Source: an optimization exercise on an open RTL-to-GDS flow (aim: a short achievable clock period, few clock cycles and low power). Production flows keep margins and buffers that such runs may drop.
In this exercise RTL edits were held to simulation tests only and were not proved equivalent to the original.

## design/flow/config.mk

```make
export PLATFORM = sky130hd
export DESIGN_NAME = core_top
export DESIGN_NICKNAME = core_top
export VERILOG_FILES = /design/flow/design.v
export SDC_FILE = /design/flow/constraint.sdc
export NUM_CORES = 4
export LEC_CHECK = 0
export CAP_MARGIN = 20
export CORE_MARGIN = 2
export CORE_UTILIZATION = 40
export SLEW_MARGIN = 20
```

## design/flow/run.sh

```bash
#!/bin/bash
# synth_recipe.tcl (not shown) runs the flow's synth.tcl, then flattens the netlist and writes it again
# the make line also repeats each setting of config.mk as NAME=value (left out here)
make -C /OpenROAD-flow-scripts/flow DESIGN_CONFIG=/design/flow/config.mk WORK_HOME=/design/flow/orfs CLKGATE_MAP_FILE= SYNTH_SCRIPT=/design/flow/synth_recipe.tcl finish
```

## design/flow/design.v

```verilog
package cpu_pkg;
    parameter int WORD_W    = 16;
    parameter int BYTE_W    = 8;
    parameter int PADDR_W   = 20;
    parameter int REG_IDX_W = 3;
    typedef enum logic [2:0] {
        mov_imm,
        mov_reg_reg,
        mov_mem_to_reg,
        mov_reg_to_mem,
        push_reg,
        pop_reg,
        halt,
        nop
    } op_kind_e;
    typedef struct packed {
        logic [1:0] mod;
        logic [2:0] rm;
    } mod_rm_t;
    typedef struct packed {
        op_kind_e               kind;
        logic                   is_word;
        logic [REG_IDX_W-1:0]   dst;
        logic [REG_IDX_W-1:0]   src;
        mod_rm_t                mod_rm;
        logic [WORD_W-1:0]      disp;
        logic [WORD_W-1:0]      imm;
    } uop_t;
    parameter int UOP_W = 3 + 1 + 2 * REG_IDX_W + 5 + 2 * WORD_W;
    typedef struct packed {
        logic                   en;
        logic                   we;
        logic [PADDR_W-1:0]     addr;
        logic [WORD_W-1:0]      wdata;
    } mem_req_t;
endpackage
`timescale 1ns/100ps
import cpu_pkg::*;
module inst_decoder #(
    parameter logic [cpu_pkg::PADDR_W-1:0] CODE_BASE = '0
) (
    input  logic                         clk,
    input  logic                         rst,
    output logic [cpu_pkg::PADDR_W-1:0]  rom_addr,
    input  logic [cpu_pkg::BYTE_W-1:0]   rom_data,
    output logic                         push_req,
    output cpu_pkg::uop_t                push_uop,
    input  logic                         push_ack
);
    typedef enum logic [2:0] {
        S_OP,
        S_MODRM,
        S_DATA,
        S_REQ,
        S_ACK_LOW,
        S_HALT
    } dec_state_e;
    dec_state_e         state;
    logic [WORD_W-1:0]  fetch_off;
    logic [1:0]         left;
    logic               idx;
    logic [BYTE_W-1:0]  opcode;
    logic [BYTE_W-1:0]  modrm;
    logic [WORD_W-1:0]  data;
    function automatic logic [1:0] op_bytes(input logic [BYTE_W-1:0] op);
        logic [1:0] n;
        casez (op)
            8'b1011_0???:   n = 2'd1;
            8'b1011_1???:   n = 2'd2;
            8'hA1, 8'hA3:   n = 2'd2;
            default:        n = 2'd0;
        endcase
        op_bytes = n;
    endfunction
    function automatic logic has_modrm(input logic [BYTE_W-1:0] op);
        has_modrm = (op[7:2] == 6'b100010);
    endfunction
    function automatic logic [1:0] disp_bytes(input logic [BYTE_W-1:0] m);
        logic [1:0] n;
        case (m[7:6])
            2'b00:   n = (m[2:0] == 3'b110) ? 2'd2 : 2'd0;
            2'b01:   n = 2'd1;
            2'b10:   n = 2'd2;
            default: n = 2'd0;
        endcase
        disp_bytes = n;
    endfunction
    assign rom_addr = PADDR_W'(CODE_BASE << 4) + PADDR_W'(fetch_off);
    assign push_req = (state == S_REQ);
    always_ff @(posedge clk or negedge rst) begin
        if (!rst) begin
            state     <= S_OP;
            fetch_off <= '0;
            left      <= '0;
            idx       <= 1'b0;
        end else begin
            case (state)
                S_OP: begin
                    fetch_off <= fetch_off + 1'b1;
                    idx       <= 1'b0;
                    left      <= op_bytes(rom_data);
                    if (has_modrm(rom_data)) begin
                        state <= S_MODRM;
                    end else if (op_bytes(rom_data) != 2'd0) begin
                        state <= S_DATA;
                    end else begin
                        state <= S_REQ;
                    end
                end
                S_MODRM: begin
                    fetch_off <= fetch_off + 1'b1;
                    left      <= disp_bytes(rom_data);
                    state     <= (disp_bytes(rom_data) != 2'd0) ? S_DATA : S_REQ;
                end
                S_DATA: begin
                    fetch_off <= fetch_off + 1'b1;
                    idx       <= 1'b1;
                    left      <= left - 1'b1;
                    if (left == 2'd1) begin
                        state <= S_REQ;
                    end
                end
                S_REQ: begin
                    if (push_ack) begin
                        state <= S_ACK_LOW;
                    end
                end
                S_ACK_LOW: begin
                    if (!push_ack) begin
                        state <= (opcode == 8'hF4) ? S_HALT : S_OP;
                    end
                end
                default: begin
                    state <= S_HALT;
                end
            endcase
        end
    end
    always_ff @(posedge clk) begin
        if (state == S_OP) begin
            opcode <= rom_data;
            modrm  <= '0;
            data   <= '0;
        end
        if (state == S_MODRM) begin
            modrm <= rom_data;
        end
        if (state == S_DATA) begin
            if (idx) begin
                data[WORD_W-1:BYTE_W] <= rom_data;
            end else begin
                data[BYTE_W-1:0] <= rom_data;
            end
        end
    end
    always_comb begin
        push_uop         = '0;
        push_uop.kind    = nop;
        push_uop.is_word = 1'b1;
        casez (opcode)
            8'b1011_????: begin
                push_uop.kind    = mov_imm;
                push_uop.is_word = opcode[3];
                push_uop.dst     = opcode[2:0];
                push_uop.imm     = data;
            end
            8'hA1, 8'hA3: begin
                push_uop.kind       = opcode[1] ? mov_reg_to_mem : mov_mem_to_reg;
                push_uop.mod_rm.mod = 2'b00;
                push_uop.mod_rm.rm  = 3'b110;
                push_uop.disp       = data;
            end
            8'b1000_10??: begin
                push_uop.is_word    = opcode[0];
                push_uop.mod_rm.mod = modrm[7:6];
                push_uop.mod_rm.rm  = modrm[2:0];
                push_uop.disp       = (modrm[7:6] == 2'b01) ?
                                      {{BYTE_W{data[7]}}, data[BYTE_W-1:0]} : data;
                push_uop.dst        = opcode[1] ? modrm[5:3] : modrm[2:0];
                push_uop.src        = opcode[1] ? modrm[2:0] : modrm[5:3];
                if (modrm[7:6] == 2'b11) begin
                    push_uop.kind = mov_reg_reg;
                end else if (opcode[0]) begin
                    push_uop.kind = opcode[1] ? mov_mem_to_reg : mov_reg_to_mem;
                end
            end
            8'b0101_0???: begin
                push_uop.kind = push_reg;
                push_uop.src  = opcode[2:0];
            end
            8'b0101_1???: begin
                push_uop.kind = pop_reg;
                push_uop.dst  = opcode[2:0];
            end
            8'hF4: begin
                push_uop.kind = halt;
            end
            default: begin
                push_uop.kind = nop;
            end
        endcase
    end
endmodule
`timescale 1ns/100ps
import cpu_pkg::*;
module uop_queue #(
    parameter int  DEPTH = 4
) (
    input  logic clk,
    input  logic rst,
    input  logic push_req,
    input  cpu_pkg::uop_t push_data,
    output logic push_ack,
    output logic pop_req,
    output cpu_pkg::uop_t pop_data,
    input  logic pop_ack
);
    localparam int PTR_W = (DEPTH > 1) ? $clog2(DEPTH) : 1;
    localparam int CNT_W = $clog2(DEPTH + 1);
    logic [cpu_pkg::UOP_W-1:0] mem [DEPTH];
    logic [PTR_W-1:0] wr_ptr;
    logic [PTR_W-1:0] rd_ptr;
    logic [CNT_W-1:0] count;
    logic           do_push;
    logic           do_pop;
    assign do_push  = push_req && !push_ack && (count != CNT_W'(DEPTH));
    assign do_pop   = pop_req && pop_ack;
    assign pop_data = mem[rd_ptr];
    always_ff @(posedge clk or negedge rst) begin
        if (!rst) begin
            push_ack <= 1'b0;
            pop_req  <= 1'b0;
            wr_ptr   <= '0;
            rd_ptr   <= '0;
            count    <= '0;
        end else begin
            if (do_push) begin
                push_ack <= 1'b1;
                wr_ptr   <= (wr_ptr == PTR_W'(DEPTH - 1)) ? '0 : wr_ptr + 1'b1;
            end else if (!push_req) begin
                push_ack <= 1'b0;
            end
            if (do_pop) begin
                pop_req <= 1'b0;
                rd_ptr  <= (rd_ptr == PTR_W'(DEPTH - 1)) ? '0 : rd_ptr + 1'b1;
            end else if (!pop_ack && count != '0) begin
                pop_req <= 1'b1;
            end
            count <= count + CNT_W'(do_push) - CNT_W'(do_pop);
        end
    end
    always_ff @(posedge clk) begin
        if (do_push) begin
            mem[wr_ptr] <= push_data;
        end
    end
endmodule
`timescale 1ns/100ps
import cpu_pkg::*;
module gp_regfile #(
    parameter logic [cpu_pkg::WORD_W-1:0] SP_INIT = 16'h0100
) (
    input  logic                          clk,
    input  logic                          rst,
    input  logic [cpu_pkg::REG_IDX_W-1:0] rd_idx,
    input  logic                          rd_word,
    output logic [cpu_pkg::WORD_W-1:0]    rd_data,
    input  logic                          wr_en,
    input  logic [cpu_pkg::REG_IDX_W-1:0] wr_idx,
    input  logic                          wr_word,
    input  logic [cpu_pkg::WORD_W-1:0]    wr_data,
    input  logic                          sp_dec,
    input  logic                          sp_inc,
    output logic [cpu_pkg::WORD_W-1:0]    sp,
    output logic [cpu_pkg::WORD_W-1:0]    bx,
    output logic [cpu_pkg::WORD_W-1:0]    bp,
    output logic [cpu_pkg::WORD_W-1:0]    si,
    output logic [cpu_pkg::WORD_W-1:0]    di
);
    localparam int SP_IDX = 4;
    logic [WORD_W-1:0] regs [8];
    always_comb begin
        if (rd_word) begin
            rd_data = regs[rd_idx];
        end else if (rd_idx[2]) begin
            rd_data = {{(WORD_W-BYTE_W){1'b0}}, regs[rd_idx[1:0]][WORD_W-1:BYTE_W]};
        end else begin
            rd_data = {{(WORD_W-BYTE_W){1'b0}}, regs[rd_idx[1:0]][BYTE_W-1:0]};
        end
    end
    always_ff @(posedge clk or negedge rst) begin
        if (!rst) begin
            for (int i = 0; i < 8; i++) begin
                regs[i] <= (i == SP_IDX) ? SP_INIT : '0;
            end
        end else begin
            if (sp_dec) begin
                regs[SP_IDX] <= regs[SP_IDX] - WORD_W'(2);
            end else if (sp_inc) begin
                regs[SP_IDX] <= regs[SP_IDX] + WORD_W'(2);
            end
            if (wr_en) begin
                if (wr_word) begin
                    regs[wr_idx] <= wr_data;
                end else if (wr_idx[2]) begin
                    regs[wr_idx[1:0]][WORD_W-1:BYTE_W] <= wr_data[BYTE_W-1:0];
                end else begin
                    regs[wr_idx[1:0]][BYTE_W-1:0] <= wr_data[BYTE_W-1:0];
                end
            end
        end
    end
    assign sp = regs[SP_IDX];
    assign bx = regs[3];
    assign bp = regs[5];
    assign si = regs[6];
    assign di = regs[7];
endmodule
`timescale 1ns/100ps
import cpu_pkg::*;
module exec_unit #(
    parameter logic [cpu_pkg::PADDR_W-1:0] DATA_BASE  = '0,
    parameter logic [cpu_pkg::PADDR_W-1:0] STACK_BASE = '0,
    parameter logic [cpu_pkg::WORD_W-1:0]  SP_INIT    = 16'h0100
) (
    input  logic                       clk,
    input  logic                       rst,
    input  logic                       pop_req,
    input  cpu_pkg::uop_t              pop_uop,
    output logic                       pop_ack,
    output cpu_pkg::mem_req_t          mem_req,
    input  logic [cpu_pkg::WORD_W-1:0] mem_rdata,
    output logic                       halted
);
    typedef enum logic [1:0] {
        E_IDLE,
        E_EXEC,
        E_LOAD,
        E_HALT
    } exec_state_e;
    exec_state_e        state;
    cpu_pkg::uop_t               cur;
    logic [WORD_W-1:0]  rd_data;
    logic [WORD_W-1:0]  sp;
    logic [WORD_W-1:0]  bx;
    logic [WORD_W-1:0]  bp;
    logic [WORD_W-1:0]  si;
    logic [WORD_W-1:0]  di;
    logic [WORD_W-1:0]  ea_base;
    logic [WORD_W-1:0]  ea;
    logic               is_load;
    logic               is_store;
    logic               wr_en;
    logic [WORD_W-1:0]  wr_data;
    logic               sp_dec;
    logic               sp_inc;
    logic               take;
    logic [WORD_W-1:0]  sp_m2;
    assign take     = (state == E_IDLE) && pop_req && !pop_ack;
    assign is_load  = (cur.kind == mov_mem_to_reg) || (cur.kind == pop_reg);
    assign is_store = (cur.kind == mov_reg_to_mem) || (cur.kind == push_reg);
    always_comb begin
        case (cur.mod_rm.rm)
            3'b000:  ea_base = bx + si;
            3'b001:  ea_base = bx + di;
            3'b010:  ea_base = bp + si;
            3'b011:  ea_base = bp + di;
            3'b100:  ea_base = si;
            3'b101:  ea_base = di;
            3'b110:  ea_base = bp;
            default: ea_base = bx;
        endcase
        if (cur.mod_rm.mod == 2'b00 && cur.mod_rm.rm == 3'b110) begin
            ea = cur.disp;
        end else begin
            ea = ea_base + cur.disp;
        end
    end
    assign sp_m2 = sp - WORD_W'(2);
    always_comb begin
        mem_req.en    = (state == E_EXEC) && (is_load || is_store);
        mem_req.we    = is_store;
        mem_req.wdata = rd_data;
        case (cur.kind)
            push_reg: mem_req.addr = STACK_BASE + PADDR_W'(sp_m2);
            pop_reg:  mem_req.addr = STACK_BASE + PADDR_W'(sp);
            default:  mem_req.addr = DATA_BASE + PADDR_W'(ea);
        endcase
    end
    assign sp_dec  = (state == E_EXEC) && (cur.kind == push_reg);
    assign sp_inc  = (state == E_EXEC) && (cur.kind == pop_reg);
    assign wr_en   = ((state == E_EXEC) && (cur.kind == mov_imm || cur.kind == mov_reg_reg))
                     || (state == E_LOAD);
    assign wr_data = (state == E_LOAD) ? mem_rdata :
                     (cur.kind == mov_imm) ? cur.imm : rd_data;
    gp_regfile #(
        .SP_INIT (SP_INIT)
    ) u_regfile (
        .clk     (clk),
        .rst     (rst),
        .rd_idx  (cur.src),
        .rd_word (cur.is_word),
        .rd_data (rd_data),
        .wr_en   (wr_en),
        .wr_idx  (cur.dst),
        .wr_word (cur.is_word),
        .wr_data (wr_data),
        .sp_dec  (sp_dec),
        .sp_inc  (sp_inc),
        .sp      (sp),
        .bx      (bx),
        .bp      (bp),
        .si      (si),
        .di      (di)
    );
    always_ff @(posedge clk or negedge rst) begin
        if (!rst) begin
            state   <= E_IDLE;
            pop_ack <= 1'b0;
            halted  <= 1'b0;
        end else begin
            case (state)
                E_IDLE: begin
                    if (pop_ack && !pop_req) begin
                        pop_ack <= 1'b0;
                    end else if (take) begin
                        pop_ack <= 1'b1;
                        state   <= E_EXEC;
                    end
                end
                E_EXEC: begin
                    if (cur.kind == halt) begin
                        halted <= 1'b1;
                        state  <= E_HALT;
                    end else if (is_load) begin
                        state <= E_LOAD;
                    end else begin
                        state <= E_IDLE;
                    end
                end
                E_LOAD: begin
                    state <= E_IDLE;
                end
                default: begin
                    if (pop_ack && !pop_req) begin
                        pop_ack <= 1'b0;
                    end
                end
            endcase
        end
    end
    always_ff @(posedge clk) begin
        if (take) begin
            cur <= pop_uop;
        end
    end
endmodule
`timescale 1ns/100ps
import cpu_pkg::*;
module core_top #(
    parameter logic [cpu_pkg::PADDR_W-1:0] CODE_BASE   = '0,
    parameter logic [cpu_pkg::PADDR_W-1:0] DATA_BASE   = 20'h01000,
    parameter logic [cpu_pkg::PADDR_W-1:0] STACK_BASE  = 20'h02000,
    parameter logic [cpu_pkg::WORD_W-1:0]  SP_INIT     = 16'h0100,
    parameter int                          QUEUE_DEPTH = 4
) (
    input  logic                        clk,
    input  logic                        rst,
    output logic [cpu_pkg::PADDR_W-1:0] rom_addr,
    input  logic [cpu_pkg::BYTE_W-1:0]  rom_data,
    output logic                        mem_en,
    output logic                        mem_we,
    output logic [cpu_pkg::PADDR_W-1:0] mem_addr,
    output logic [cpu_pkg::WORD_W-1:0]  mem_wdata,
    input  logic [cpu_pkg::WORD_W-1:0]  mem_rdata,
    output logic                        halted
);
    cpu_pkg::mem_req_t mem_req;
    logic push_req;
    logic push_ack;
    cpu_pkg::uop_t push_uop;
    logic pop_req;
    logic pop_ack;
    cpu_pkg::uop_t pop_uop;
    inst_decoder #(
        .CODE_BASE (CODE_BASE)
    ) u_decoder (
        .clk      (clk),
        .rst      (rst),
        .rom_addr (rom_addr),
        .rom_data (rom_data),
        .push_req (push_req),
        .push_uop (push_uop),
        .push_ack (push_ack)
    );
    uop_queue #(
        .DEPTH (QUEUE_DEPTH)
    ) u_queue (
        .clk       (clk),
        .rst       (rst),
        .push_req  (push_req),
        .push_data (push_uop),
        .push_ack  (push_ack),
        .pop_req   (pop_req),
        .pop_data  (pop_uop),
        .pop_ack   (pop_ack)
    );
    exec_unit #(
        .DATA_BASE  (DATA_BASE),
        .STACK_BASE (STACK_BASE),
        .SP_INIT    (SP_INIT)
    ) u_exec (
        .clk       (clk),
        .rst       (rst),
        .pop_req   (pop_req),
        .pop_uop   (pop_uop),
        .pop_ack   (pop_ack),
        .mem_req   (mem_req),
        .mem_rdata (mem_rdata),
        .halted    (halted)
    );
    assign mem_en    = mem_req.en;
    assign mem_we    = mem_req.we;
    assign mem_addr  = mem_req.addr;
    assign mem_wdata = mem_req.wdata;
endmodule
```

## design/flow/constraint.sdc

```tcl
create_clock -name core_clock -period 8.0 [get_ports {clk}]
set_input_delay 1.6000 -clock core_clock [delete_from_list [all_inputs] [get_ports {clk}]]
set_output_delay 1.6000 -clock core_clock [all_outputs]
set_load 0.01 [all_outputs]
```

==> flow_summary.toml <==
[status]
outcome = "finished clean"

[yosys]
synthCells = 1897
synth_area_per_cell_um2 = 11.7
netlist_area_um2 = 22200
async_flop_share_pct = 37.9
ys_ff_latch = 430
synth.distinct_cells = 87
synthFlopType = "edfxtp_1"
ys_warn_count = 5
synth_edf_count = 251
seq_area_frac_synth_pct = 53.7

[detailed_routing]
drt-pass1-iter-count = 5
drc_errors = 0
highest_layer = "met4"
ant_nets = 0
wl_met1_um = 26500
dr_wl_met3_um = 2990
vias_per_cell = 5.61
vias = 15400
routed-wl-met2_um = 29800
routed_wl_um = 61700
drtIter0Drc = 1239
routedWlPerCell_um = 22.5

[job]
cap_violations = 0

[grt]
grt_overflow = 0
grt_use_total_pct = 21.6
grt_pass1_wl_um = 93500
grt_max_degree = 89
antenna_found_initial = 0
grt_pass1_vias = 15300

[timing]
fmax_mhz = 129
whs_ns = 0.472
hold_violations = 0
worst_slew_pin_slew_ns = 1.21
timing.slew.headroom_pct = 19.6
finalWorstSetupSlack_ns = 0.260
setup_viol = 0
skew_ns = 0.0379
fin_crit_ns = 7.74
finalCritPeriodShare_pct = 96.8
maxSlewViolCount = 0

[hold_path]
hp-class = "flop to flop"
worstHoldStart = "u_exec.halted$_DFFE_PN0P_"
holdPathStages = 1
worstHoldEndpoint = "u_exec.halted$_DFFE_PN0P_"

[die]
die_w_um = 240
die_h_um = 240
std_cell_rows = 86
dieArea_um2 = 57500
start_util_pct = 40.4
core_area_um2 = 55000
io_pins = 85

[layout]
regArea_um2 = 11900
n_antenna_cell = 0
syn_to_final_growth_pct = 14.7
nFillCells = 5056
final_nets = 2055
multi_input_area_um2 = 9850
final_cell_mix = "261 x nand2_1, 251 x edfxtp_1, 171 x o21ai_0, 160 x dfrtp_1, 100 x nor2_1"
stdcell_area_um2 = 25500
drive_gt1_share_pct = 16.3
mostFrequentLayoutCell = "nand2_1"

[placed_design]
pre_cts_slack_ns = 0.118
port_buffers = 77
hpwl_um = 43800
placed_area_um2 = 23700
gp_congestion = 0.930

[clock_tree]
clk_latency_ns = 0.60
clk_path_buf_depth = 3
clkSlewWorstSetupHoldPaths_ns = 0.06
h-tree-depth = 2
numCtsBuffers = 48
cts_tree = "done"
ctsHoldBuffers = 0
clockRootBuffer = "clkbuf_16"
cts_sinks = 430

[setup_path]
crit_path_end_kind = "output pin"
rr_worst_depth = 12
r2r_end = "u_exec.u_regfile.regs[3][14]$_DFFE_PN0P_"
rr_startpoint = "u_exec.cur[38]$_DFFE_PP_"
reg2reg_setup_slack_ns = 3.74
cp.required_ns = 6.40
cp_max_fo = 13
worstSetupPathType = "flop to output pin"
crit_path_start_kind = "flop"
cp.arrival_ns = 6.14

[power_and_ir_drop]
cell type report:
type	instances	share of cell area [%]
Sequential cell	430	46.8
Multi-Input combinational cell	1323	38.6
Clock buffer	64	5.30
Timing Repair Buffer	120	4.38
Tap cell	748	3.67
Clock inverter	22	0.643
Inverter	38	0.559
what timing repair did:
| item | CTS | global route |
|---|---|---|
| pin swaps | 1 | 6 |
| setup buffers | 3 | 7 |
| endpoints found under the setup margin | 5 | 6 |
| resized for setup | 15 | 29 |
per-stage QoR:
stage	utilization, %	setup TNS, ns	std cells
after floorplan	-	0	1903
after global placement	43.2	0	2648
after detailed placement	43.2	0	2648
after CTS	46.0	0	2737
after global routing	46.4	-0.00496	2745
final	46.4	0	2745
cells in the mapped netlist (6+ instances only):
library cell    n  area, µm²
nor2b_1        20        125
buf_1          14       52.6
a21oi_1        93        465
nand2_1       262        983
buf_2           9       45.0
o22ai_1        14       87.6
nor2_1        103        387
mux2i_1        24        240
nor3_1         24        120
a211oi_1       17        128
o221ai_1       11       96.3
and3_1         19        119
a221oi_1        6       52.6
inv_1          38        143
o21a_1         15        113
edfxtp_1      251       7540
mux2_2         78        878
xnor2_1        52        455
a21boi_0        9       67.6
or3_1           7       43.8
o21ai_0       172        861
buf_4          11       82.6
nand2b_1       16        100
and2_1         33        206
clkbuf_1       75        282
dfrtp_1       162       4050
nand4_1        11       68.8
dfxtp_1        16        320
nand3_1        21        105
a21o_1         15        113
ha_1           64        801
a31oi_1        19        119
mux4_2         70       1580
xor2_1         35        307
a221o_1         6       60.1
metal layers:
layer / track usage [%] / up-vias
met5: 0 / -
met4: 8.37 / 0
met3: 2.86 / 104
met2: 36.2 / 458
met1: 28.5 / 7689
li1: - / 7146
registers in the layout, indices dropped and copies added, names as in the netlist, 3 cells and up:
name and count:
u_decoder.data 16, u_exec.u_regfile.regs 128, u_exec.cur 47, u_queue.count 3, u_decoder.opcode 8, u_decoder.state 3, u_decoder.fetch_off 16, u_queue.mem 188
u_decoder.modrm 8
worst max path at each step:
stage	startpoint	end	cells past startpoint
3_5_place_dp	u_exec.cur[34]$_DFFE_PP_	mem_addr[16]	23
5_1_grt	u_exec.cur[34]$_DFFE_PP_	mem_addr[14]	27
3_3_place_gp	u_exec.cur[34]$_DFFE_PP_	mem_addr[16]	23
2_1_floorplan	u_exec.cur[34]$_DFFE_PP_	mem_addr[16]	24
4_1_cts	u_exec.cur[33]$_DFFE_PP_	mem_addr[13]	26
6_report	u_exec.cur[33]$_DFFE_PP_	mem_addr[15]	24
worst max-delay path, stage by stage (launching register included):
cell and delay (ns):
edfxtp_1 0.42, and2b_1 0.22, nand2_4 0.12, buf_12 0.16
mux2_2 0.36, ha_1 0.33, a21o_1 0.18, or3_1 0.32
o211a_1 0.25, o21ai_0 0.20, nand2b_1 0.12, nand3_1 0.10
and2_1 0.17, xnor2_1 0.08, mux4_2 0.51, ha_4 0.31
nor2_1 0.06, a21oi_2 0.17, a31oi_4 0.12, o21a_1 0.21
or4_4 0.45, and3_4 0.20, o21a_1 0.17, o31ai_2 0.17
clkbuf_2 0.17
cells by family (layout without fill, tap and decap cells):
logic type	after synthesis	after routing	synth area share [%]
AND/OR/NAND/NOR	552	552	11.6
AO/OA/AOI/OAI	435	435	12.2
flip-flops	430	430	53.7
multiplexers	173	173	12.2
buffers and inverters	150	244	2.85
XOR/XNOR	88	88	3.50
adder cells (fa/ha/maj)	68	68	3.96
other	1	7	0.0169
Testbench counts, summed over its fixed seeds: cycles 81,841.

what the ideal ports hide:
In the flow no input, the clock included, has a driving cell. The finished layout below was timed again as built, in two steps. Step 1 assumes that a clkbuf_16 drives the clock port and a buf_2 every other input. Step 2, shift: input delay + t, output delay - t, t = (earliest + latest rising clock arrival at the registers) / 2. This alone moves slack from input paths to output paths. a / b / c = ideal / step 1 / step 2; a / b = the first two.
shift t [ns]: 0.637
setup slack, ns: 0.260 / 0.209 / 0.846
worst setup path at the end: register to output
worst register clock-pin slew, ns: 0.06 / 0.06
After both steps setup and hold are still met in this run. The setup slack of this run moves by -0.051 ns with the drivers and by +0.586 ns with both steps.
